What follows belongs to an exercise in optimizing a design on an open flow for small area, a short achievable clock period and few clock cycles per item; a production flow would make more cautious choices. Only simulation tests tie the RTL to the original design; equivalence was not proved.

===== design.v =====
package fc_pkg;
    localparam int SAT_W = 64;
    function automatic int idx_w(input int n);
        if (n > 1) begin
            idx_w = $clog2(n);
        end else begin
            idx_w = 1;
        end
    endfunction
endpackage
module fc_mac_lane #(
    parameter int WW   = 9,
    parameter int BW   = 11,
    parameter int ACCW = 25
) (
    input  logic                   clk,
    input  logic                   first,
    input  logic [4:0]             one,
    input  logic [4:0]             two,
    input  logic [4:0]             neg,
    input  logic [WW-1:0]          weight,
    input  logic [BW-1:0]          bias,
    output logic [ACCW-1:0]        acc
);
    localparam logic [ACCW-1:0] PP_C = ACCW'(-(1 << 9) - (1 << 11) - (1 << 13) - (1 << 15) - (1 << 17));
    logic [ACCW-1:0] r_acc;
    logic [ACCW-1:0] w_acc_in;
    logic [ACCW-1:0] w_row [5];
    logic [ACCW-1:0] w_negrow;
    logic [WW:0]     w_w1;
    logic [WW:0]     w_w2;
    assign w_w1 = {weight[WW-1], weight};
    assign w_w2 = {weight, 1'b0};
    genvar i;
    generate
        for (i = 0; i < 5; i++) begin : g_pp
            logic [WW:0] w_m;
            logic [WW:0] w_p;
            assign w_m = ({(WW+1){one[i]}} & w_w1) | ({(WW+1){two[i]}} & w_w2);
            assign w_p = w_m ^ {(WW+1){neg[i]}};
            assign w_row[i] = ACCW'({~w_p[WW], w_p[WW-1:0]}) << (2 * i);
        end
    endgenerate
    assign w_negrow = ACCW'({neg[4], 1'b0, neg[3], 1'b0, neg[2], 1'b0, neg[1], 1'b0, neg[0]});
    assign w_acc_in = first ? {{(ACCW-BW){bias[BW-1]}}, bias} : r_acc;
    always_ff @(posedge clk) begin
        r_acc <= w_acc_in + w_row[0] + w_row[1] + w_row[2] + w_row[3] + w_row[4]
                 + (w_negrow | PP_C);
    end
    assign acc = r_acc;
endmodule
module fc_layer_engine #(
    parameter int N_IN  = 64,
    parameter int N_OUT = 16,
    parameter int DW    = 10,
    parameter int WW    = 9,
    parameter int BW    = 11,
    parameter int ACCW  = 25,
    parameter int OW    = 16,
    parameter int SHIFT = 0
) (
    input  logic                       clk,
    input  logic                       rst_n,
    input  logic                       in_valid,
    input  logic [DW-1:0]              in_data,
    output logic                       in_ready,
    output logic [fc_pkg::idx_w(N_IN)-1:0] w_addr,
    input  logic [N_OUT*WW-1:0]        weight,
    input  logic [N_OUT*BW-1:0]        bias,
    output logic                       out_valid,
    input  logic                       out_ready,
    output logic [OW-1:0]              out_data,
    output logic [fc_pkg::idx_w(N_OUT)-1:0] out_idx,
    output logic                       layer_done
);
    localparam int IN_W  = fc_pkg::idx_w(N_IN);
    localparam int OUT_W = fc_pkg::idx_w(N_OUT);
    localparam int ND    = (DW + 1) / 2;       
    logic                   r_in_ready;
    logic [IN_W-1:0]        r_in_cnt;
    logic                   r_pend;      
    logic                   r_first;     
    logic                   r_last;      
    logic                   r_fin;       
    logic                   r_ob_valid;
    logic [OUT_W-1:0]       r_ob_idx;
    logic                   r_done;
    logic [ND-1:0]          r_one, r_two, r_neg;
    logic [N_OUT*WW-1:0]    r_w;
    logic [ACCW-1:0]        w_acc [N_OUT];
    logic signed [OW-1:0]   w_res [N_OUT];
    logic [OW-1:0]          r_obuf [1:N_OUT-1];
    logic [OW-1:0]          r_out_data;
    logic                   w_in_fire;
    logic                   w_cnt_last;
    logic                   w_out_fire;
    logic                   w_out_last;
    logic                   w_capture;
    logic [IN_W-1:0]        w_in_cnt_n;
    logic                   w_pend_n;
    logic                   w_ob_valid_n;
    logic [ND-1:0]          w_one, w_two, w_neg;
    logic [DW:0]            w_xe;
    assign in_ready   = r_in_ready;
    assign w_addr     = r_in_cnt;
    assign out_valid  = r_ob_valid;
    assign out_idx    = r_ob_idx;
    assign out_data   = r_out_data;
    assign layer_done = r_done;
    assign w_in_fire  = in_valid && r_in_ready;
    assign w_cnt_last = (r_in_cnt == IN_W'(N_IN - 1));
    assign w_out_fire = r_ob_valid && out_ready;
    assign w_out_last = (r_ob_idx == OUT_W'(N_OUT - 1));
    assign w_capture  = r_fin && !r_ob_valid;
    assign w_in_cnt_n   = w_in_fire ? ((w_cnt_last) ? '0 : r_in_cnt + IN_W'(1)) : r_in_cnt;
    assign w_pend_n     = (w_in_fire && w_cnt_last) || (r_pend && !w_capture);
    assign w_ob_valid_n = w_capture || (r_ob_valid && !(w_out_fire && w_out_last));
    assign w_xe = {in_data, 1'b0};
    genvar d;
    generate
        for (d = 0; d < ND; d++) begin : g_booth
            logic b2, b1, b0;
            assign b0 = w_xe[2*d];
            assign b1 = w_xe[2*d+1];
            assign b2 = (2*d+2 <= DW) ? w_xe[2*d+2] : w_xe[DW];
            assign w_one[d] = b1 ^ b0;
            assign w_two[d] = (b2 & ~b1 & ~b0) | (~b2 & b1 & b0);
            assign w_neg[d] = b2 & ~(b1 & b0);
        end
    endgenerate
    always_ff @(posedge clk or negedge rst_n) begin
        if (!rst_n) begin
            r_in_ready <= 1'b0;
            r_in_cnt   <= '0;
            r_pend     <= 1'b0;
            r_first    <= 1'b0;
            r_last     <= 1'b0;
            r_fin      <= 1'b0;
            r_ob_valid <= 1'b0;
            r_ob_idx   <= '0;
            r_done     <= 1'b0;
        end else begin
            r_in_cnt   <= w_in_cnt_n;
            r_pend     <= w_pend_n;
            r_in_ready <= (w_in_cnt_n != '0) || !w_pend_n || !w_ob_valid_n;
            r_first    <= w_in_fire && (r_in_cnt == '0);
            r_last     <= w_in_fire && w_cnt_last;
            r_fin      <= r_last || (r_fin && !w_capture);
            r_ob_valid <= w_ob_valid_n;
            if (w_capture) begin
                r_ob_idx <= '0;
            end else if (w_out_fire) begin
                r_ob_idx <= r_ob_idx + OUT_W'(1);
            end
            r_done     <= w_out_fire && w_out_last;
        end
    end
    always_ff @(posedge clk) begin
        r_one <= w_in_fire ? w_one : '0;
        r_two <= w_in_fire ? w_two : '0;
        r_neg <= w_in_fire ? w_neg : '0;
        r_w   <= weight;
    end
    genvar k;
    generate
        for (k = 0; k < N_OUT; k++) begin : g_lane
            logic [ACCW-1:0] a;
            logic            ovf;
            fc_mac_lane #(
                .WW   (WW),
                .BW   (BW),
                .ACCW (ACCW)
            ) u_lane (
                .clk    (clk),
                .first  (r_first),
                .one    (r_one),
                .two    (r_two),
                .neg    (r_neg),
                .weight (r_w[k*WW +: WW]),
                .bias   (bias[k*BW +: BW]),
                .acc    (w_acc[k])
            );
            assign a        = w_acc[k];
            assign ovf      = !((&a[ACCW-1:OW-1]) || !(|a[ACCW-1:OW-1]));
            assign w_res[k] = ovf ? {a[ACCW-1], {(OW-1){!a[ACCW-1]}}} : a[OW-1:0];
        end
    endgenerate
    always_ff @(posedge clk) begin
        if (w_capture) begin
            for (int i = 1; i < N_OUT; i++) begin
                r_obuf[i] <= w_res[i];
            end
        end
    end
    always_ff @(posedge clk) begin
        if (w_capture) begin
            r_out_data <= w_res[0];
        end else if (w_out_fire && !w_out_last) begin
            r_out_data <= r_obuf[r_ob_idx + OUT_W'(1)];
        end
    end
endmodule

===== run.sh =====
#!/bin/bash
# synth_recipe.tcl (not shown) runs the flow's synth.tcl, then flattens the netlist and writes it again
# the make line also repeats each setting of config.mk as NAME=value (left out here)
make -C /OpenROAD-flow-scripts/flow DESIGN_CONFIG=/design/flow/config.mk WORK_HOME=/design/flow/orfs CLKGATE_MAP_FILE= SYNTH_SCRIPT=/design/flow/synth_recipe.tcl finish

===== config.mk =====
export PLATFORM = sky130hd
export DESIGN_NAME = fc_layer_engine
export DESIGN_NICKNAME = fc_layer_engine
export VERILOG_FILES = /design/flow/design.v
export SDC_FILE = /design/flow/constraint.sdc
export NUM_CORES = 4
export LEC_CHECK = 0
export CAP_MARGIN = 20
export CORE_MARGIN = 2
export CORE_UTILIZATION = 40
export SETUP_SLACK_MARGIN = 0.4
export SLEW_MARGIN = 20

===== constraint.sdc =====
create_clock -name core_clock -period 8.5 [get_ports {clk}]
set_input_delay 1.7000 -clock core_clock [delete_from_list [all_inputs] [get_ports {clk}]]
set_output_delay 1.7000 -clock core_clock [all_outputs]
set_load 0.01 [all_outputs]

==> run summary <==
-- final cells by class --
type	count	area [sq um]	area share, %
flip-flops and latches	832	19400	21.0
clock buffers	116	2740	2.96
diodes	8	20.0	0.0217
inverters	984	3710	4.01
repair buffers	459	4560	4.94
well taps	2688	3360	3.64
clock inverters	82	1000	1.08
multi-input cells	6386	57600	62.4
-- kinds of logic (layout without fill, tap and decap cells) --
kind of cell             after synthesis  count (layout)
adder cells (fa/ha/maj)             1739            1739
AND/OR/NAND/NOR                     1272            1272
other                                  0               8
XOR/XNOR                            1112            1112
buffers and inverters               1546            1641
multiplexers                         192             192
AO/OA/AOI/OAI                       2071            2071
flip-flops                           832             832
-- worst paths after layout --
path / end / slack, ns / start / cells after the start
worst max-delay path: g_lane[4].u_lane.r_acc[24] / 2.28 / r_one[2] / 18
worst min-delay path: r_fin / 0.43 / r_last / 1
worst max register to register: g_lane[4].u_lane.r_acc[24] / 2.28 / r_one[2] / 18
worst min register to register: r_fin / 0.43 / r_last / 1
max in group asynchronous: r_first / 6.58 / rst_n / 1
min in group asynchronous: r_done / 1.38 / rst_n / 1
-- flip-flops by register name, summed over array words and instances, names as in the netlist --
| name | count |
|---|---|
| r_w | 144 |
| r_first | 1 |
| r_ob_valid | 1 |
| r_done | 1 |
| r_in_ready | 1 |
| r_ob_idx | 4 |
| r_fin | 1 |
| r_obuf | 240 |
| r_out_data | 16 |
| r_two | 5 |
| g_lane.u_lane.r_acc | 400 |
| r_neg | 5 |
| r_pend | 1 |
| r_one | 5 |
| r_in_cnt | 6 |
| r_last | 1 |
-- Yosys cell counts, types with 33 or more instances --
| cell type | count | area share [%] |
|---|---|---|
| ha_1 | 1211 | 18 |
| buf_1 | 73 | 0.33 |
| mux2_2 | 96 | 1.3 |
| and2_1 | 41 | 0.31 |
| a21o_1 | 154 | 1.4 |
| mux2i_1 | 96 | 1.2 |
| nand4_1 | 66 | 0.50 |
| a22oi_1 | 715 | 6.5 |
| o21a_1 | 114 | 1.0 |
| and3_1 | 54 | 0.41 |
| xor2_1 | 415 | 4.4 |
| nand2b_1 | 37 | 0.28 |
| clkbuf_1 | 481 | 2.2 |
| a211oi_1 | 33 | 0.30 |
| o21ai_0 | 348 | 2.1 |
| fa_1 | 528 | 13 |
| xnor2_1 | 697 | 7.4 |
| inv_1 | 983 | 4.5 |
| nor3_1 | 64 | 0.39 |
| dfxtp_1 | 559 | 14 |
| nor2b_1 | 64 | 0.48 |
| nand3_1 | 62 | 0.38 |
| nand2_1 | 391 | 1.8 |
| edfxtp_1 | 256 | 9.3 |
| nor4_1 | 54 | 0.41 |
| a21oi_1 | 396 | 2.4 |
| nor2_1 | 332 | 1.5 |
-- per-layer routing --
layer  wire, microns  vias up
met1          117000    32500
li1                -    30500
met2          121000     2438
met5              73        -
met3           18500      475
met4           16000       10
==> run summary <==
- Synth Area in Compound Gates: between 10% and 20%
- Met1 Track Usage GR: about a third
- Worst-skew pair later-pin latency: 0.77 ns
- Vias in the first global route: 65700
- Final WL: 273 mm
- Final Hold Vio Count: 0
- Synth cell types: 91
- Final #Nets: roughly 11000
- Sequential share of the synthesized area: 23.3%
- Top delay family on crit path: adder cells
- Primary FF master, synth: dfxtp_1
- Most frequent cells in the layout: 1211 x ha_1, 982 x inv_1, 715 x a22oi_1, 697 x xnor2_1, 544 x dfxtp_1
- Slew Limit Fails: 0
- Core ar.: 205000 sq um
- DR vias: 65900
- DR vias/cell: 5.71
- Root buffer cell: clkbuf_16
- Grt ovf: 0
- Initial DRC Count: 6078
- Die Ht: 459 microns
- Syn Inst Count: 8764
- Final period util: 73.2%
- Syn_nets: about 11000
- Grt met2 use: approximately two fifths
- Fin area: 92400 sq um
- EDFF count, synth: 256
- Post-Synth XOR/XNOR Area: 11.8%
- Main combinational cell family by area after synthesis: adder cells
- Post-CTS Resized: 0
- Setup tns final: 0 ns
- Final GP Congestion: 0.966
- Setup crit end kind: flip-flop
- Crit-path cells: or2_2 > buf_4 > nand2_1 > xor2_1 > fa_1 > fa_1 > inv_1 > fa_1 > inv_1 > ha_1 > ha_1 > a21o_1 > a21o_1 > a21oi_1 > o221ai_1 > a221oi_1 > mux2i_1 > nand4_1
- Worst path max stage delay: 0.83 ns
- Outcome: finished clean
- Warnings, synthesis: 24
- Hold WC Path Type: flip-flop to flip-flop
- CTS clk-pin slew, worst paths: ~0.060 ns
- Largest net degree at the start of global routing: 98
- Post-Synth Simple-Gate Area: 7.40%
- DIE AREA: 210000 sq um
- Hold_buf cts: 0
- Drt pass-1 iters: 10
- WL/cell: 23.6 microns
- CTS max path bufs: 3
- Util after Layout: a little under half
- GRT met3 Usage: 3.76%
- Placed Area: 88600 sq um
- H-tree Lvls: 3
- First-pass GRT wire length: 410 mm
- Post-synth ARST share: 2.04%
- Crit Path Class: flip-flop to flip-flop
- DRC violations left: 0
- Core Rows: 166
- Layout cells sized above 1: under 10%
- Fin worst setup slack: 2.28 ns
- Post-DRT Antenna Nets: 0
- Yosys reg bits: 832
- CP Data Required Time: 9.15 ns
- Die width: 459 microns
- Hpwl dp: 212 mm
- Max_slew headroom: 30.1%
- Crit path max fanout: 24
- Total CTS buffers: ~100
- Final min period: 6.22 ns
- Syn-to-layout area delta: 11.7%
- Sink Count: 832
- Busiest grt layer: met2
- Post-Layout Cell Count: 11600
- I/O pin cnt: 363
- Gr usage total: about a quarter
- Post-CTS Setup Inserts: 0
- Pre-CTS setup slack: approximately 1.5 ns
- Buf+Inv Stages, Crit Path: 3
- Commonest non-fill, non-tap cell in the layout: ha_1
- Mux share of post-synthesis cell area: 2.47%
- Critical Path AT: 6.87 ns
- Startpoint Class: flip-flop
- PortBufs: about 360
- Setup violators final: 0
- Highest Clock Rate: 161 MHz
- Worst-Margin Slew: 1.05 ns
- Fill count: just under 20000
- RSZ-0062 raised after global routing: false
- CTS tree: built
- Initial Utilization: 40.3%
- Hold WS: 0.426 ns
- Syn_area_per_cell: between 9 and 10 sq um
- Cell mode on critical path: fa_1
- Synth Cell Area: 82700 sq um
- Clock skew: between 0.04 and 0.05 ns
- Slowest CP cell: a221oi_1
- Max-cap violations: 0
- Initial antenna violation count: 12
- Post-synthesis adder-cell area fraction: 31.1%
- Placed insts: 11300
Testbench counts, summed over its fixed seeds: cycles 12,432, items 192.

static timing again, ports no longer ideal:
Ports are ideal in the flow. The routed layout listed here was re-timed in OpenROAD. Step 1 (the two cells are an assumption about what drives the block):
set clk [get_ports {clk}]
set_driving_cell -lib_cell sky130_fd_sc_hd__clkbuf_16 $clk
set_driving_cell -lib_cell sky130_fd_sc_hd__buf_2 [delete_from_list [all_inputs] $clk]
Step 2 also shifts input and output timing later by t, the mid clock arrival at the registers, as if the neighbouring blocks saw the same clock. Three values: no drivers, after step 1, after step 2; two values: the first two.
t, ns: 0.837
setup WS [ns]: 2.275 / 2.275 / 1.517
worst setup path after step 2: input to register
worst slew at a driven data input, ns: 0.11
After both steps this run still meets setup and hold. The setup slack of this run moves by 0.000 ns with the drivers and by -0.758 ns with both steps.
